Source: an optimization exercise on an open RTL-to-GDS flow (aim: small area, a short achievable clock period and few clock cycles). Production flows keep margins and buffers that such runs may drop.
Where RTL was checked, it was by simulation tests only, not by an equivalence proof against the original.

## v6
## fft_top
module fft_top (
  input  logic        clk,
  input  logic        reset,
  input  logic        load,
  input  logic [63:0] load_data,  
  input  logic        start,
  output logic        done,
  input  logic [2:0]  rd_addr,
  output logic [31:0] rd_data     
);
Size in the first run: ~2900 cells after synthesis, roughly 100 I/O pins.
==> flow/config.mk <==
export PLATFORM = sky130hd
export DESIGN_NAME = fft_top
export DESIGN_NICKNAME = fft_top
export VERILOG_FILES = /design/flow/design.v
export SDC_FILE = /design/flow/constraint.sdc
export NUM_CORES = 4
export LEC_CHECK = 0
export CAP_MARGIN = 20
export CORE_MARGIN = 2
export CORE_UTILIZATION = 50
export SETUP_SLACK_MARGIN = 2.3
export SLEW_MARGIN = 20
export SYNTH_HIERARCHICAL = 1
export SYNTH_MINIMUM_KEEP_SIZE = 0
==> flow/constraint.sdc <==
create_clock -name core_clock -period 6.5 [get_ports {clk}]
set_input_delay 1.3000 -clock core_clock [delete_from_list [all_inputs] [get_ports {clk}]]
set_output_delay 1.3000 -clock core_clock [all_outputs]
set_load 0.01 [all_outputs]
standard.sh (not shown) runs the stock make flow with config.mk's settings and CLKGATE_MAP_FILE= SYNTH_SCRIPT=/design/flow/synth_recipe.tcl, a recipe that flattens the netlist after the stock synthesis.
==> flow/flow/run.sh <==
#!/bin/bash
# The standard layout, with plain buffers (not delay cells) on the ports.
set -euo pipefail
bash standard.sh BUFFER_PORTS_ARGS="-buffer_cell sky130_fd_sc_hd__buf_2" finish > standard.log 2>&1
--- input diff v6..v7 ---
- CORE_UTILIZATION: 50 -> 40
- Between v6 and v7, the difference in portion of the layout cell area used by clock cells is negligible.
- Looking at via count across v6 and v7, the one that comes out lower is v7.
- The final worst-path setup slack reported for v7 is greater than that of v6 by 0.013 ns.
- v7 against v6: finished layout cell area rose by about 0.6%; critical path depth in cells down 1; first-iteration DRC count went up.
- Against v6, v7 comes in 1 lower on number of buffer and inverter instances along the worst setup path.
- Capture point of the critical path: f3[13] -> v7, f3[29] -> v6
No functional check of the RTL was part of any run of this note.

* * *

Setup of v22:
fft_top, a different RTL version from the one above (not shown whole).
For scale: about 3200 cells after synthesis, ~100 I/O pins.
==> flow/config.mk <==
export PLATFORM = sky130hd
export DESIGN_NAME = fft_top
export DESIGN_NICKNAME = fft_top
export VERILOG_FILES = /design/flow/design.v
export SDC_FILE = /design/flow/constraint.sdc
export NUM_CORES = 4
export LEC_CHECK = 0
export CAP_MARGIN = 20
export CORE_MARGIN = 2
export CORE_UTILIZATION = 40
export SETUP_SLACK_MARGIN = 1.8
export SLEW_MARGIN = 20
export SYNTH_HIERARCHICAL = 1
export SYNTH_MINIMUM_KEEP_SIZE = 0
==> flow/constraint.sdc <==
create_clock -name core_clock -period 6.5 [get_ports {clk}]
set_input_delay 1.3000 -clock core_clock [delete_from_list [all_inputs] [get_ports {clk}]]
set_output_delay 1.3000 -clock core_clock [all_outputs]
set_load 0.01 [all_outputs]
Scripts as last shown in full above: flow/flow/run.sh
Testbench counts of v22, summed over its fixed seeds: cycles 5,384.
### v22 -> v45
diff --git a/flow/config.mk b/flow/config.mk
--- a/flow/config.mk
+++ b/flow/config.mk
@@ -11 +11 @@
-export SETUP_SLACK_MARGIN = 1.8
+export SETUP_SLACK_MARGIN = 2.5
- Looking only at utilization after layout, and setting everything else aside, the higher value of v45 and v22 goes to v45.
- Going from v22 to v45, buffering stage count on the worst path with inverters included now larger.
Inputs modified between v45 and v37:
diff --git a/flow/config.mk b/flow/config.mk
--- a/flow/config.mk
+++ b/flow/config.mk
@@ -11 +11 @@
-export SETUP_SLACK_MARGIN = 2.5
+export SETUP_SLACK_MARGIN = 1.5
[summary]
- Route | v37 vs v45 | wire shorter in v37
- Of the two candidates, v45 has the better worst slack at placement and v37 the worse one.
- The fraction of area in registers in v37 was higher than what v45 gave.
- In v37, layout buffer count excluding clock buffers is lower than in v45.
- Per the comparison of v37 with v45, final area dropped 6.6%; detailed placer's ending HPWL -1300 µm.
- Side by side, normalized max-slew margin turned out lower in v37 than in v45.
Here is what was changed in the inputs of v2 compared with v37.
diff --git a/flow/config.mk b/flow/config.mk
--- a/flow/config.mk
+++ b/flow/config.mk
@@ -11 +11 @@
-export SETUP_SLACK_MARGIN = 1.5
+export SETUP_SLACK_MARGIN = 2.2
[summary]
- v2 — register-to-register slack 0.49 ns higher, v37 as reference
- Delta (v2 minus v37): required arrival time at the worst endpoint increased by 0.03 ns relative to the old numbers, clock-buffer cell count went up by 4, area growth from synthesis to final layout grew by 4.6 points, cell count climbed about 2%, clock tree skew after final layout now smaller.
- Comparing v37 and v2, length in cells of the worst reg-to-reg path is higher on v2.
- | non-clock buffer count | v2 vs v37 | 82 higher |
- In the reports for v37 and v2, the larger sequential share of layout area belongs to v37.
- The faster design of the two is v2; v37 tops out lower.
- v2 finished every stage and its layout cleared the timing, DRC and antenna checks.

* * *

fft_top, a different RTL version from the one above (not shown whole).
Size in the first run: about 100 I/O pins.
## fft_top
module fft_top (
  input  logic        clk,
  input  logic        reset,
  input  logic        load,
  input  logic [63:0] load_data,  
  input  logic        start,
  output logic        done,
  input  logic [2:0]  rd_addr,
  output logic [31:0] rd_data     
);
export LEC_CHECK = 0
export CAP_MARGIN = 20
export CORE_MARGIN = 2
export CORE_UTILIZATION = 40
export SETUP_SLACK_MARGIN = 2.5
export SLEW_MARGIN = 20
export SYNTH_HIERARCHICAL = 1
export SYNTH_MINIMUM_KEEP_SIZE = 0
create_clock -name core_clock -period 6.5 [get_ports {clk}]
Scripts as last shown in full above: flow/flow/run.sh
Testbench counts at the start, summed over its fixed seeds: cycles 5,384.
Edit:
- CORE_UTILIZATION: 40 -> 50
- SETUP_SLACK_MARGIN: 2.5 -> 2.3
The changed run went through all stages and came out clean.
Global-route usage is higher by 5.0 points.
Setup slack stays flat.
Area after synthesis stays the same.
Cell area shrinks by about 4%.
Register-to-register slack degrades by 120 ps.
Flip-flop and latch count stays the same.
First-iteration DRC count shrinks by about 2%.
Wire length fell by about 3.4%.
Sequential share of layout area rises by 0.67 points.

* * *

## yarrow
Starting RTL as in the previous note.
==> flow/config.mk <==
export PLATFORM = sky130hd
export DESIGN_NAME = fft_top
export DESIGN_NICKNAME = fft_top
export VERILOG_FILES = /design/flow/design.v
export SDC_FILE = /design/flow/constraint.sdc
export NUM_CORES = 4
export LEC_CHECK = 0
export CAP_MARGIN = 20
export CORE_MARGIN = 2
export CORE_UTILIZATION = 50
export CTS_BUF_LIST = sky130_fd_sc_hd__clkbuf_4 sky130_fd_sc_hd__clkbuf_8
export SETUP_SLACK_MARGIN = 2.3
export SLEW_MARGIN = 20
export SYNTH_HIERARCHICAL = 1
export SYNTH_MINIMUM_KEEP_SIZE = 0
==> flow/constraint.sdc <==
create_clock -name core_clock -period 6.5 [get_ports {clk}]
set_input_delay 1.3000 -clock core_clock [delete_from_list [all_inputs] [get_ports {clk}]]
set_output_delay 1.3000 -clock core_clock [all_outputs]
set_load 0.01 [all_outputs]
Scripts as last shown in full above: flow/flow/run.sh
Testbench counts of yarrow, summed over its fixed seeds: cycles 5,384.
Setup changes, yarrow to lagoon
- SETUP_SLACK_MARGIN changed from 2.3 to 2.4
- CTS_CLUSTER_SIZE newly set to 30
- CTS_BUF_LIST changed from sky130_fd_sc_hd__clkbuf_4 sky130_fd_sc_hd__clkbuf_8 to sky130_fd_sc_hd__clkbuf_8
- ABC_AREA newly set to 1
==> comparison <==
- Between yarrow and lagoon, the flow reports number of clock buffer instances in the layout decreasing by more than 10%.
- Going from yarrow to lagoon, final-layout fill cell count went up 1,842; instance count of the mapped netlist saw an increase.
- The total number of nets in the final design in yarrow is 0.57 times that in lagoon.
- lagoon ended up with rd_addr[0] as its launch point of the critical path; yarrow ended up with rd_addr[1].
- Side by side, hold slack turned out lower in lagoon than in yarrow.
Setup changes, lagoon to indigo
- removing ABC_AREA (formerly 1)
- changing CORE_UTILIZATION from 50 to 45
Notes after the runs:
Total instance count after detailed placement is lower on indigo
lagoon has a higher area of the die than indigo.
Between lagoon and indigo, core utilization decreased.
A destination of the critical timing path of rd_data[15]$_DFF_P_ is what lagoon shows, while rd_data[31]$_DFF_P_ belongs to indigo.
Changes observed in indigo relative to lagoon: relative area change from synthesis to final layout moved up; final area went down 15%.
indigo vs lagoon — share of final-layout standard cells stronger than drive strength 1 rose 5.6 points.
indigo vs lagoon: placer's final routability congestion estimate down by a little under 10%
Edits applied to the flow inputs when going from indigo to juniper:
- SETUP_SLACK_MARGIN: 2.4 -> 2.1
- CTS_BUF_LIST: sky130_fd_sc_hd__clkbuf_8 -> unset
- CTS_CLUSTER_SIZE: 30 -> unset
- CORE_UTILIZATION: 45 -> 40
==> comparison <==
Per the comparison of juniper with indigo, smallest hold slack held; worst setup slack went down; multi-input gate share of total cell area went down by 0.52 points; met1 demand-to-capacity share in global routing fell 2.8 points. Design area up about 0.5% in juniper wrt indigo. Between indigo and juniper, the area occupied by multi-input gates does not differ in any meaningful way.

* * *

== job 4255 ==
fft_top again, from the RTL that the note above started with.
==> flow/config.mk <==
export PLATFORM = sky130hd
export DESIGN_NAME = fft_top
export DESIGN_NICKNAME = fft_top
export VERILOG_FILES = /design/flow/design.v
export SDC_FILE = /design/flow/constraint.sdc
export NUM_CORES = 4
export LEC_CHECK = 0
export CAP_MARGIN = 20
export CORE_MARGIN = 2
export CORE_UTILIZATION = 50
export CTS_BUF_LIST = sky130_fd_sc_hd__clkbuf_8
export CTS_CLUSTER_SIZE = 30
export SETUP_SLACK_MARGIN = 2.2
export SLEW_MARGIN = 20
export SYNTH_HIERARCHICAL = 1
export SYNTH_MINIMUM_KEEP_SIZE = 0
==> flow/constraint.sdc <==
create_clock -name core_clock -period 6.5 [get_ports {clk}]
set_input_delay 1.3000 -clock core_clock [delete_from_list [all_inputs] [get_ports {clk}]]
set_output_delay 1.3000 -clock core_clock [all_outputs]
set_load 0.01 [all_outputs]
Scripts as last shown in full above: flow/flow/run.sh
Testbench counts of job 4255, summed over its fixed seeds: cycles 5,384.
The inputs of job 607 differ from those of job 4255 as listed below.
--- a/flow/config.mk
+++ b/flow/config.mk
@@ -9,6 +9,4 @@
 export CORE_MARGIN = 2
-export CORE_UTILIZATION = 50
-export CTS_BUF_LIST = sky130_fd_sc_hd__clkbuf_8
-export CTS_CLUSTER_SIZE = 30
-export SETUP_SLACK_MARGIN = 2.2
+export CORE_UTILIZATION = 40
+export SETUP_SLACK_MARGIN = 2.3
 export SLEW_MARGIN = 20
Findings:
When job 607 is measured against job 4255, its number of antenna violations at the first check in global routing turns out 9 higher. Job 607 finished all stages; the layout is clean. From job 4255 to job 607 the numbers moved as follows: wire length on met2 fell by 2000 um, slack of the critical path rose by 100 ps, number of flip-flops and latches stayed essentially flat. Between job 4255 and job 607, maximum clock frequency increased. Job 607 ended up with a higher routed length on met1 than job 4255 did.
For job 6407, these inputs were changed with respect to job 607:
--- a/flow/config.mk
+++ b/flow/config.mk
@@ -9,3 +9,5 @@
 export CORE_MARGIN = 2
-export CORE_UTILIZATION = 40
+export CORE_UTILIZATION = 50
+export CTS_BUF_LIST = sky130_fd_sc_hd__clkbuf_8
+export CTS_CLUSTER_SIZE = 30
 export SETUP_SLACK_MARGIN = 2.3
Results
- In the route summary, job 6407 ends up with a via count below that of job 607.
- Job 6407 vs job 607 — length of routed wiring on met1 dropped by a few percent
- Of job 607 and job 6407, job 607 shows the lower register-to-register slack, with job 6407 above it.
- Job 6407 does better than job 607 on detailed-route wire length.
- Job 607 -> job 6407: wire length per cell after detailed routing increased by a few percent
Changes in job 6465 relative to job 6407:
--- a/flow/config.mk
+++ b/flow/config.mk
@@ -9,6 +9,6 @@
 export CORE_MARGIN = 2
-export CORE_UTILIZATION = 50
+export CORE_UTILIZATION = 60
 export CTS_BUF_LIST = sky130_fd_sc_hd__clkbuf_8
 export CTS_CLUSTER_SIZE = 30
-export SETUP_SLACK_MARGIN = 2.3
+export SETUP_SLACK_MARGIN = 2.4
 export SLEW_MARGIN = 20
--- outcome ---
- Job 6465 finished every stage and its layout cleared the timing, DRC and antenna checks.
- Job 6465 against job 6407: count of plain and timing-repair buffers now sits higher; number of fillers in the final layout shrank by 1187; cell count along the critical path decreased by 2 relative to the old numbers.
- Between job 6407 and job 6465, the difference in area overhead of the layout relative to synthesis is negligible.
- Minimum setup slack after placement came out lower on job 6465 than on job 6407.
- In the metrics for job 6407 and job 6465, the one carrying the lower layout buffering overhead excluding clock cells is job 6407.
- The fraction of standard cell area in multi-input logic of job 6465 and that of job 6407 are within noise of each other.

==> separate check: timing with driven ports <==
No port has a modelled driver above. Below, the same layouts with a new extraction and two added sets of constraints. Step 1 sets driving cells, clkbuf_16 on the clock port and buf_2 on the other inputs (assumed; they add their load-dependent delay and slew). Step 2 adds t to the input delays and takes it off the output delays; t is the mean of the earliest and latest rising clock arrival at the registers after step 1. Input paths then give back, and output paths get back, about the clock's delay inside the block. a / b / c = ideal / step 1 / step 2; a / b = the first two.
run	t, ns	slack for setup (ns)	worst data-port slew with drivers (ns)
v6	0.625	2.418 / 2.398 / 1.772	0.23
v7	0.618	2.431 / 2.237 / 1.619	0.27
v22	0.625	1.949 / 1.925 / 1.299	0.13
v45	0.629	2.196 / 2.196 / 1.608	0.39
v37	0.617	1.705 / 1.705 / 1.224	0.12
v2	0.648	2.190 / 2.190 / 1.550	0.27
the first run of note 3	0.622	2.462 / 2.170 / 1.548	0.40
the second run of note 3	0.613	2.462 / 2.237 / 1.624	0.31
yarrow	0.724	2.467 / 2.309 / 1.585	0.26
lagoon	0.744	2.572 / 2.427 / 1.683	0.24
indigo	0.716	2.516 / 2.307 / 1.591	0.28
juniper	0.605	2.245 / 2.141 / 1.536	0.23
job 4255	0.736	2.332 / 2.332 / 1.609	0.10
job 607	0.613	2.434 / 2.270 / 1.658	0.23
job 6407	0.723	2.471 / 2.306 / 1.583	0.26
job 6465	0.714	2.527 / 2.394 / 1.680	0.23
After both steps every run listed still meets setup and hold. The setup slack of indigo, which loses most, moves by -0.209 ns with the drivers and by -0.925 ns with both steps.
